Source: an optimization exercise on an open RTL-to-GDS flow (aim: a short achievable clock period and few clock cycles). Production flows keep margins and buffers that such runs may drop.
The RTL was checked by simulation tests, not by an equivalence proof against the original design.
Power is estimated from default activity; no workload was simulated.

==> flow/design.v <==
package mips_pkg;
	localparam int word_width = 32;
	localparam int reg_addr_width = 5;
	localparam int imem_depth = 64;
	localparam int dmem_depth = 64;
	localparam int imem_addr_width = $clog2(imem_depth);
	localparam int dmem_addr_width = $clog2(dmem_depth);
	localparam logic [5:0] op_rtype = 6'h00;
	localparam logic [5:0] op_j = 6'h02;
	localparam logic [5:0] op_beq = 6'h04;
	localparam logic [5:0] op_addiu = 6'h09;
	localparam logic [5:0] op_lw = 6'h23;
	localparam logic [5:0] op_sw = 6'h2b;
	localparam logic [5:0] funct_sll = 6'h00;
	localparam logic [5:0] funct_addu = 6'h21;
	localparam logic [5:0] funct_subu = 6'h23;
	localparam logic [5:0] funct_and = 6'h24;
	localparam logic [5:0] funct_or = 6'h25;
	localparam logic [5:0] funct_slt = 6'h2a;
	typedef enum logic [2:0] {
		alu_add,
		alu_sub,
		alu_and,
		alu_or,
		alu_slt,
		alu_sll
	} alu_op_t;
	localparam logic [word_width-1:0] nop_instruction = '0;
endpackage
`timescale 1ns/1ps
import mips_pkg::*;
module instruction_fetch (
	input logic clk,
	input logic reset,
	input logic imem_we,
	input logic [imem_addr_width-1:0] imem_addr,
	input logic [word_width-1:0] imem_data,
	input logic jump_taken,
	input logic [word_width-1:0] jump_target,
	input logic branch_taken,
	input logic [word_width-1:0] branch_target,
	output logic [word_width-1:0] pc_next,
	output logic [word_width-1:0] instruction
);
	logic [word_width-1:0] imem [imem_depth];
	logic [word_width-1:0] pc;
	logic [word_width-1:0] pc_plus4;
	logic [word_width-1:0] pc_target;
	logic redirect;
	assign pc_plus4 = pc + word_width'(4);
	assign redirect = branch_taken || jump_taken;
	always_comb begin
		if (branch_taken)
			pc_target = branch_target;
		else if (jump_taken)
			pc_target = jump_target;
		else
			pc_target = pc_plus4;
	end
	always_ff @(posedge clk) begin
		if (imem_we)
			imem[imem_addr] <= imem_data;
	end
	always_ff @(posedge clk) begin
		if (reset)
			pc <= '0;
		else
			pc <= pc_target;
	end
	always_ff @(posedge clk) begin
		if (reset || redirect)
			instruction <= nop_instruction;
		else
			instruction <= imem[pc[imem_addr_width+1:2]];
	end
	always_ff @(posedge clk) begin
		pc_next <= pc_plus4;
	end
endmodule
`timescale 1ns/1ps
import mips_pkg::*;
module decode (
	input logic clk,
	input logic reset,
	input logic [word_width-1:0] pc_next,
	input logic [word_width-1:0] instruction,
	input logic squash,
	input logic wb_valid,
	input logic [reg_addr_width-1:0] wb_reg,
	input logic [word_width-1:0] wb_data,
	output logic jump_taken,
	output logic [word_width-1:0] jump_target,
	output logic [word_width-1:0] ex_pc_next,
	output logic [word_width-1:0] ex_reg1,
	output logic [word_width-1:0] ex_reg2,
	output logic [word_width-1:0] ex_imm,
	output logic [reg_addr_width-1:0] ex_rs,
	output logic [reg_addr_width-1:0] ex_rt,
	output logic [reg_addr_width-1:0] ex_rd,
	output logic [reg_addr_width-1:0] ex_shamt,
	output mips_pkg::alu_op_t ex_alu_op,
	output logic ex_alu_src_imm,
	output logic ex_reg_dst_rd,
	output logic ex_mem_read,
	output logic ex_mem_write,
	output logic ex_reg_write,
	output logic ex_branch
);
	logic [word_width-1:0] regs [2**reg_addr_width];
	logic [5:0] opcode;
	logic [5:0] funct;
	logic [reg_addr_width-1:0] rs;
	logic [reg_addr_width-1:0] rt;
	logic [word_width-1:0] reg1;
	logic [word_width-1:0] reg2;
	logic [word_width-1:0] imm_ext;
	mips_pkg::alu_op_t alu_op;
	logic alu_src_imm;
	logic reg_dst_rd;
	logic mem_read;
	logic mem_write;
	logic reg_write;
	logic branch;
	assign opcode = instruction[31:26];
	assign funct = instruction[5:0];
	assign rs = instruction[25:21];
	assign rt = instruction[20:16];
	assign imm_ext = {{(word_width-16){instruction[15]}}, instruction[15:0]};
	always_ff @(posedge clk) begin
		if (wb_valid)
			regs[wb_reg] <= wb_data;
	end
	assign reg1 = (rs == '0) ? '0 : (wb_valid && wb_reg == rs) ? wb_data : regs[rs];
	assign reg2 = (rt == '0) ? '0 : (wb_valid && wb_reg == rt) ? wb_data : regs[rt];
	assign jump_taken = (opcode == op_j);
	assign jump_target = {pc_next[word_width-1:word_width-4], instruction[25:0], 2'b00};
	always_comb begin
		alu_op = alu_add;
		alu_src_imm = 1'b0;
		reg_dst_rd = 1'b0;
		mem_read = 1'b0;
		mem_write = 1'b0;
		reg_write = 1'b0;
		branch = 1'b0;
		case (opcode)
			op_rtype: begin
				reg_dst_rd = 1'b1;
				reg_write = 1'b1;
				case (funct)
					funct_addu: alu_op = alu_add;
					funct_subu: alu_op = alu_sub;
					funct_and: alu_op = alu_and;
					funct_or: alu_op = alu_or;
					funct_slt: alu_op = alu_slt;
					funct_sll: alu_op = alu_sll;
					default: reg_write = 1'b0;
				endcase
			end
			op_addiu: begin
				alu_src_imm = 1'b1;
				reg_write = 1'b1;
			end
			op_lw: begin
				alu_src_imm = 1'b1;
				mem_read = 1'b1;
				reg_write = 1'b1;
			end
			op_sw: begin
				alu_src_imm = 1'b1;
				mem_write = 1'b1;
			end
			op_beq: begin
				alu_op = alu_sub;
				branch = 1'b1;
			end
			default: ;
		endcase
	end
	always_ff @(posedge clk) begin
		if (reset || squash) begin
			ex_alu_op <= alu_add;
			ex_alu_src_imm <= 1'b0;
			ex_reg_dst_rd <= 1'b0;
			ex_mem_read <= 1'b0;
			ex_mem_write <= 1'b0;
			ex_reg_write <= 1'b0;
			ex_branch <= 1'b0;
		end else begin
			ex_alu_op <= alu_op;
			ex_alu_src_imm <= alu_src_imm;
			ex_reg_dst_rd <= reg_dst_rd;
			ex_mem_read <= mem_read;
			ex_mem_write <= mem_write;
			ex_reg_write <= reg_write;
			ex_branch <= branch;
		end
	end
	always_ff @(posedge clk) begin
		ex_pc_next <= pc_next;
		ex_reg1 <= reg1;
		ex_reg2 <= reg2;
		ex_imm <= imm_ext;
		ex_rs <= rs;
		ex_rt <= rt;
		ex_rd <= instruction[15:11];
		ex_shamt <= instruction[10:6];
	end
endmodule
`timescale 1ns/1ps
import mips_pkg::*;
module execute (
	input logic clk,
	input logic reset,
	input logic squash,
	input logic [word_width-1:0] ex_pc_next,
	input logic [word_width-1:0] ex_reg1,
	input logic [word_width-1:0] ex_reg2,
	input logic [word_width-1:0] ex_imm,
	input logic [reg_addr_width-1:0] ex_rs,
	input logic [reg_addr_width-1:0] ex_rt,
	input logic [reg_addr_width-1:0] ex_rd,
	input logic [reg_addr_width-1:0] ex_shamt,
	input mips_pkg::alu_op_t ex_alu_op,
	input logic ex_alu_src_imm,
	input logic ex_reg_dst_rd,
	input logic ex_mem_read,
	input logic ex_mem_write,
	input logic ex_reg_write,
	input logic ex_branch,
	input logic fwd_reg_write,
	input logic [reg_addr_width-1:0] fwd_dest,
	input logic [word_width-1:0] fwd_result,
	input logic wb_valid,
	input logic [reg_addr_width-1:0] wb_reg,
	input logic [word_width-1:0] wb_data,
	output logic [word_width-1:0] mem_result,
	output logic [word_width-1:0] mem_store_data,
	output logic [reg_addr_width-1:0] mem_dest,
	output logic [word_width-1:0] mem_branch_target,
	output logic mem_zero,
	output logic mem_mem_read,
	output logic mem_mem_write,
	output logic mem_reg_write,
	output logic mem_branch
);
	logic [word_width-1:0] op_a;
	logic [word_width-1:0] op_b_reg;
	logic [word_width-1:0] op_b;
	logic [word_width-1:0] alu_result;
	logic [reg_addr_width-1:0] dest;
	function automatic logic [word_width-1:0] forward(
		input logic [reg_addr_width-1:0] src,
		input logic [word_width-1:0] file_value
	);
		if (fwd_reg_write && fwd_dest != '0 && fwd_dest == src)
			forward = fwd_result;
		else if (wb_valid && wb_reg == src)
			forward = wb_data;
		else
			forward = file_value;
	endfunction
	always_comb begin
		op_a = forward(ex_rs, ex_reg1);
		op_b_reg = forward(ex_rt, ex_reg2);
	end
	assign op_b = ex_alu_src_imm ? ex_imm : op_b_reg;
	assign dest = ex_reg_dst_rd ? ex_rd : ex_rt;
	always_comb begin
		case (ex_alu_op)
			alu_add: alu_result = op_a + op_b;
			alu_sub: alu_result = op_a - op_b;
			alu_and: alu_result = op_a & op_b;
			alu_or: alu_result = op_a | op_b;
			alu_slt: alu_result = {{(word_width-1){1'b0}}, $signed(op_a) < $signed(op_b)};
			alu_sll: alu_result = op_b << ex_shamt;
			default: alu_result = '0;
		endcase
	end
	always_ff @(posedge clk) begin
		if (reset || squash) begin
			mem_mem_read <= 1'b0;
			mem_mem_write <= 1'b0;
			mem_reg_write <= 1'b0;
			mem_branch <= 1'b0;
		end else begin
			mem_mem_read <= ex_mem_read;
			mem_mem_write <= ex_mem_write;
			mem_reg_write <= ex_reg_write;
			mem_branch <= ex_branch;
		end
	end
	always_ff @(posedge clk) begin
		mem_result <= alu_result;
		mem_store_data <= op_b_reg;
		mem_dest <= dest;
		mem_zero <= (alu_result == '0);
		mem_branch_target <= ex_pc_next + {ex_imm[word_width-3:0], 2'b00};
	end
endmodule
`timescale 1ns/1ps
import mips_pkg::*;
module memory (
	input logic clk,
	input logic reset,
	input logic [word_width-1:0] mem_result,
	input logic [word_width-1:0] mem_store_data,
	input logic [reg_addr_width-1:0] mem_dest,
	input logic [word_width-1:0] mem_branch_target,
	input logic mem_zero,
	input logic mem_mem_read,
	input logic mem_mem_write,
	input logic mem_reg_write,
	input logic mem_branch,
	output logic branch_taken,
	output logic [word_width-1:0] branch_target,
	output logic [word_width-1:0] read_data,
	output logic [word_width-1:0] wb_result,
	output logic [reg_addr_width-1:0] wb_reg,
	output logic wb_mem_to_reg,
	output logic wb_valid
);
	logic [word_width-1:0] dmem [dmem_depth];
	logic [dmem_addr_width-1:0] dmem_index;
	assign dmem_index = mem_result[dmem_addr_width+1:2];
	assign branch_taken = mem_branch && mem_zero;
	assign branch_target = mem_branch_target;
	always_ff @(posedge clk) begin
		if (mem_mem_write)
			dmem[dmem_index] <= mem_store_data;
	end
	always_ff @(posedge clk) begin
		read_data <= dmem[dmem_index];
		wb_result <= mem_result;
		wb_reg <= mem_dest;
	end
	always_ff @(posedge clk) begin
		if (reset) begin
			wb_mem_to_reg <= 1'b0;
			wb_valid <= 1'b0;
		end else begin
			wb_mem_to_reg <= mem_mem_read;
			wb_valid <= mem_reg_write && mem_dest != '0;
		end
	end
endmodule
`timescale 1ns/1ps
import mips_pkg::*;
module mips_pipeline (
	input logic clk,
	input logic reset,
	input logic imem_we,
	input logic [imem_addr_width-1:0] imem_addr,
	input logic [word_width-1:0] imem_data,
	output logic wb_valid,
	output logic [reg_addr_width-1:0] wb_reg,
	output logic [word_width-1:0] wb_data
);
	logic [word_width-1:0] pc_next, instruction;
	logic jump_taken, branch_taken;
	logic [word_width-1:0] jump_target, branch_target;
	logic [word_width-1:0] ex_pc_next, ex_reg1, ex_reg2, ex_imm;
	logic [reg_addr_width-1:0] ex_rs, ex_rt, ex_rd, ex_shamt;
	mips_pkg::alu_op_t ex_alu_op;
	logic ex_alu_src_imm, ex_reg_dst_rd, ex_mem_read, ex_mem_write, ex_reg_write, ex_branch;
	logic [word_width-1:0] mem_result, mem_store_data, mem_branch_target;
	logic [reg_addr_width-1:0] mem_dest;
	logic mem_zero, mem_mem_read, mem_mem_write, mem_reg_write, mem_branch;
	logic [word_width-1:0] read_data, wb_result;
	logic wb_mem_to_reg;
	assign wb_data = wb_mem_to_reg ? read_data : wb_result;
	instruction_fetch u_instruction_fetch (
		.clk(clk),
		.reset(reset),
		.imem_we(imem_we),
		.imem_addr(imem_addr),
		.imem_data(imem_data),
		.jump_taken(jump_taken),
		.jump_target(jump_target),
		.branch_taken(branch_taken),
		.branch_target(branch_target),
		.pc_next(pc_next),
		.instruction(instruction)
	);
	decode u_decode (
		.clk(clk), .reset(reset),
		.pc_next(pc_next), .instruction(instruction), .squash(branch_taken),
		.wb_valid(wb_valid), .wb_reg(wb_reg), .wb_data(wb_data),
		.jump_taken(jump_taken), .jump_target(jump_target),
		.ex_pc_next(ex_pc_next), .ex_reg1(ex_reg1), .ex_reg2(ex_reg2), .ex_imm(ex_imm),
		.ex_rs(ex_rs), .ex_rt(ex_rt), .ex_rd(ex_rd), .ex_shamt(ex_shamt),
		.ex_alu_op(ex_alu_op), .ex_alu_src_imm(ex_alu_src_imm), .ex_reg_dst_rd(ex_reg_dst_rd),
		.ex_mem_read(ex_mem_read), .ex_mem_write(ex_mem_write),
		.ex_reg_write(ex_reg_write), .ex_branch(ex_branch)
	);
	execute u_execute (
		.clk(clk), .reset(reset), .squash(branch_taken),
		.ex_pc_next(ex_pc_next), .ex_reg1(ex_reg1), .ex_reg2(ex_reg2), .ex_imm(ex_imm),
		.ex_rs(ex_rs), .ex_rt(ex_rt), .ex_rd(ex_rd), .ex_shamt(ex_shamt),
		.ex_alu_op(ex_alu_op), .ex_alu_src_imm(ex_alu_src_imm), .ex_reg_dst_rd(ex_reg_dst_rd),
		.ex_mem_read(ex_mem_read), .ex_mem_write(ex_mem_write),
		.ex_reg_write(ex_reg_write), .ex_branch(ex_branch),
		.fwd_reg_write(mem_reg_write), .fwd_dest(mem_dest), .fwd_result(mem_result),
		.wb_valid(wb_valid), .wb_reg(wb_reg), .wb_data(wb_data),
		.mem_result(mem_result), .mem_store_data(mem_store_data), .mem_dest(mem_dest),
		.mem_branch_target(mem_branch_target), .mem_zero(mem_zero),
		.mem_mem_read(mem_mem_read), .mem_mem_write(mem_mem_write),
		.mem_reg_write(mem_reg_write), .mem_branch(mem_branch)
	);
	memory u_memory (
		.clk(clk), .reset(reset),
		.mem_result(mem_result), .mem_store_data(mem_store_data), .mem_dest(mem_dest),
		.mem_branch_target(mem_branch_target), .mem_zero(mem_zero),
		.mem_mem_read(mem_mem_read), .mem_mem_write(mem_mem_write),
		.mem_reg_write(mem_reg_write), .mem_branch(mem_branch),
		.branch_taken(branch_taken), .branch_target(branch_target),
		.read_data(read_data), .wb_result(wb_result), .wb_reg(wb_reg),
		.wb_mem_to_reg(wb_mem_to_reg), .wb_valid(wb_valid)
	);
endmodule
==> flow/run.sh <==
#!/bin/bash
# synth_recipe.tcl (not shown) runs the flow's synth.tcl, then flattens the netlist and writes it again
# the make line also repeats each setting of config.mk as NAME=value (left out here)
make -C /OpenROAD-flow-scripts/flow DESIGN_CONFIG=/design/flow/config.mk WORK_HOME=/design/flow/orfs CLKGATE_MAP_FILE= SYNTH_SCRIPT=/design/flow/synth_recipe.tcl finish
==> flow/config.mk <==
export PLATFORM = sky130hd
export DESIGN_NAME = mips_pipeline
export DESIGN_NICKNAME = mips_pipeline
export VERILOG_FILES = /design/flow/design.v
export SDC_FILE = /design/flow/constraint.sdc
export NUM_CORES = 4
export LEC_CHECK = 0
export CAP_MARGIN = 20
export CORE_MARGIN = 2
export CORE_UTILIZATION = 40
export PLACE_DENSITY = 0.6
export SLEW_MARGIN = 20
==> flow/constraint.sdc <==
create_clock -name core_clock -period 9.0 [get_ports {clk}]
set_input_delay 1.8000 -clock core_clock [delete_from_list [all_inputs] [get_ports {clk}]]
set_output_delay 1.8000 -clock core_clock [all_outputs]
set_load 0.01 [all_outputs]
==> results.json <==
{
  "final_max_slew_viol_count": 0,
  "fmax_ghz": 0.137,
  "syn_to_final_growth_pct": 14.0,
  "ys_async_sr_fraction_pct": 0,
  "dpl.hpwl_um": 392000,
  "cp.required_ns": 9.98,
  "p_sw_mw": 26.1,
  "yosysMostFrequentCell": "edfxtp_1",
  "cts-hold-fix-buffers": 0,
  "synthTopCellsByArea": "edfxtp_1 (71%), mux4_2 (13%), dfxtp_1 (2.8%), a22oi_1 (2.2%), a221oi_1 (0.99%)",
  "synth_edf_count": 5120,
  "critPathCaptureType": "flip-flop",
  "synthXorXnorAreaFrac_pct": 0.296,
  "antenna_found_initial": 69,
  "synth_top_cells_by_count": "edfxtp_1 (5,120), mux4_2 (1,221), a22oi_1 (623)",
  "clk_latency_ns": 1.11,
  "die_area_um2": 546000,
  "tns_ns": 0,
  "wirelength_um": 679000,
  "hold_path.class": "reg -> reg",
  "portBuffers": 78,
  "post-route-period-util_pct": 81.1,
  "clock_skew_ns": 0.0860,
  "finalInstanceArea_um2": 246000,
  "reg.largest.list": "u_instruction_fetch.imem (2048), u_memory.dmem (2048), u_decode.regs (1024)",
  "switching_share_pct": 34.1,
  "nNetsFinal": 11700,
  "drc_errors": 0,
  "cp_max_fo": 33,
  "grt_pass1_vias": 119000,
  "grt_use_total_pct": 24.1,
  "multi_input_area_um2": 54500,
  "ys_seq_elements": 5420,
  "numCtsBuffers": 568,
  "yosysWarnings": 4,
  "drive_gt1_share_pct": 23.7,
  "max_cap_violations": 0,
  "path_clk_slew_ns": 0.06,
  "cts_repair_resize_count": 0,
  "power.density_nw_per_um2": 311,
  "synthMuxAreaShare_pct": 13.6,
  "netlist_instances": 11200,
  "worst_slew_pin_slew_ns": 1.23,
  "clock_path_buffers": 4,
  "synth_top_family_by_area": "multiplexers",
  "viasPerCell": 6.25,
  "syn-num-nets": 11400,
  "coreArea_um2": 540000,
  "postCtsSetupRepairBufs": 0,
  "setup_viol": 0,
  "p_int_mw": 50.4,
  "clkPwrFrac_pct": 29.6,
  "period_minus_slack_ns": 7.30,
  "synth_top_area_share_pct": 71.1,
  "clock-sinks": 5420,
  "seq_area_frac_synth_pct": 73.9,
  "critPathArrivalTime_ns": 8.28,
  "startpoint_type": "flip-flop",
  "seq_power_share_pct": 40.8,
  "synth_fa_ha_area_share_pct": 0.664,
  "final_util_pct": 45.7,
  "avgSynthCellArea_um2": 19.3,
  "gp_congestion": 0.975,
  "grt_max_degree": 127,
  "initial_core_util_pct": 40.1,
  "placement_rows": 270,
  "synth_compound_area_share_pct": 7.37,
  "htree_levels": 6,
  "io_pins": 79,
  "critPathKind": "reg -> reg",
  "ctsRootBufferMaster": "clkbuf_16",
  "total_power_mw": 76.5,
  "wl_per_cell_um": 35.2,
  "dieWidth_um": 739,
  "netlist_area_um2": 216000,
  "via_count": 121000,
  "place_area_um2": 228000,
  "synth_cell_type_count": 98,
  "grt_pass1_wl_um": 941000,
  "relSlewSlack_pct": 17.1,
  "cts_tree": "yes",
  "status": "no timing/DRC/antenna violations",
  "max-vdd-ir-drop_v": 0.000307,
  "drt-initial-drc-count": 16100,
  "synthFlopType": "edfxtp_1",
  "firstDrtPassIters": 6,
  "overflow": 0,
  "fill_cells": 45100,
  "ant_nets": 0,
  "dieHeight_um": 739,
  "synth_top_cell_by_area": "edfxtp_1",
  "register_area_um2": 160000,
  "p_leak_nw": 74.9,
  "synthSimpleGateAreaFrac_pct": 2.52,
  "rsz0062_at_grt": "false",
  "finalHoldViolCount": 0,
  "combPwrFrac_pct": 29.6
}
==> kinds of logic (layout without fill, tap and decap cells) <==
| group | after synthesis | after routing |
|---|---|---|
| xor gates and xnor gates | 73 | 73 |
| buffers and inverters | 905 | 1690 |
| DFF | 5420 | 5420 |
| other | 0 | 64 |
| muxes | 1417 | 1417 |
| and+or+nand+nor | 1126 | 1126 |
| adders and majority gates | 113 | 113 |
| AOI/OAI and AO/OA | 2171 | 2171 |
==> worst max-delay path: stages (launching register included) <==
cell	delay (ns)
dfxtp_1	0.34
or4_4	0.55
o211a_4	0.42
and2_2	0.43
o31ai_2	0.78
o21ai_0	0.37
ha_1	0.56
nor2b_1	0.10
a2111oi_0	0.61
a2111oi_0	0.27
buf_4	0.20
o21ai_1	0.57
o2111a_1	0.28
o21ai_0	0.08
nand3b_1	0.14
nand4_1	0.24
nor4_1	0.39
nand4_1	0.28
nor4_1	0.37
and3_1	0.19
==> power groups by stage <==
stage | Clock [mW] | Combinational (mW) | Sequential, mW
6_report | 22.6 | 22.7 | 31.2
5_1_grt | 23.9 | 23.7 | 31.2
4_1_cts | 22.9 | 22.5 | 31.2
3_5_place_dp | 0 | 22.4 | 31.8
3_3_place_gp | 0 | 22.2 | 31.7
2_1_floorplan | 0 | 11.9 | 31.7
==> final cells by class <==
class                      instances  share of cell area [%]
tap                             7208                    3.66
clock buffer                     715                    6.12
inverter                         143                   0.218
multi-input combinational       4900                    22.1
timing repair buffer             528                    1.83
antenna                           64                  0.0650
sequential                      5420                    64.9
clock inverter                   304                    1.10
==> per-layer routing <==
layer	global-route usage (%)	part of all wire, %	vias to the layer above
met5	0	0.016	-
met4	8.84	4.0	16
met3	4.29	9.0	1125
met2	38.1	47	6822
met1	33.7	40	64400
li1	-	-	48200
==> placed cells by master, fill, tap and decap left out, types with 30 or more instances in the layout <==
| cell type | n |
|---|---|
| o22ai_1 | 54 |
| nand4_1 | 70 |
| a22oi_1 | 623 |
| nor2b_1 | 89 |
| diode_2 | 64 |
| nor2_1 | 199 |
| mux2_2 | 39 |
| a211oi_1 | 112 |
| nand2_1 | 228 |
| dfxtp_1 | 247 |
| dfxtp_2 | 38 |
| clkdlybuf4s50_1 | 46 |
| a21oi_1 | 228 |
| a221oi_1 | 245 |
| mux2i_1 | 157 |
| inv_1 | 133 |
| edfxtp_1 | 5120 |
| o31ai_1 | 35 |
| o21ai_0 | 174 |
| ha_1 | 110 |
| clkinv_2 | 77 |
| mux4_2 | 1221 |
| nand2b_1 | 36 |
| nor3_1 | 63 |
| xnor2_1 | 53 |
| clkinv_1 | 130 |
| clkbuf_16 | 580 |
| a31oi_1 | 212 |
| clkbuf_1 | 128 |
| o211ai_1 | 50 |
| nand3_1 | 111 |
| nor2_4 | 162 |
| a22o_1 | 209 |
| buf_12 | 34 |
| bufinv_16 | 30 |
| buf_4 | 434 |
==> metrics by stage <==
stage          hold slack, ns  setup slack, ns  cells
5_1_grt                 0.314             1.36  19300
3_5_place_dp            0.312             1.83  18200
2_1_floorplan           0.310             3.61  11200
3_3_place_gp            0.315             1.87  18200
4_1_cts                 0.307             1.78  19200
6_report                0.313             1.70  19300
==> path summary, 6_finish.rpt <==
kind                                               start                              to  slack, ns  cells past startpoint
setup / recovery           u_execute.mem_dest[4]$_DFF_P_      u_execute.mem_zero$_DFF_P_       1.70                     19
hold / removal    u_instruction_fetch.pc_next[5]$_DFF_P_  u_decode.ex_pc_next[5]$_DFF_P_       0.31                      0
setup reg to reg           u_execute.mem_dest[4]$_DFF_P_      u_execute.mem_zero$_DFF_P_       1.70                     19
hold reg to reg   u_instruction_fetch.pc_next[5]$_DFF_P_  u_decode.ex_pc_next[5]$_DFF_P_       0.31                      0
Testbench counts, summed over its fixed seeds: cycles 66,952.

## what the ideal ports hide
No port has a modelled driver above. Below, the same layout with a new extraction and two added sets of constraints. Step 1, drivers: a clkbuf_16 drives clk and a buf_2 each remaining input, both assumed. Step 2 moves the port delays by t, midway between the first and last clock arrival at a register: inputs arrive t later, outputs are due t later. That takes back most of the time a late clock gives input paths. a / b / c = ideal / step 1 / step 2; a / b = the first two.
shift t [ns]: 1.196
setup WS [ns]: 1.700 / 1.700 / 1.700
worst setup path at the end: register to register
After both steps setup and hold are still met in this run. The setup slack of this run moves by 0.000 ns with the drivers and by 0.000 ns with both steps.
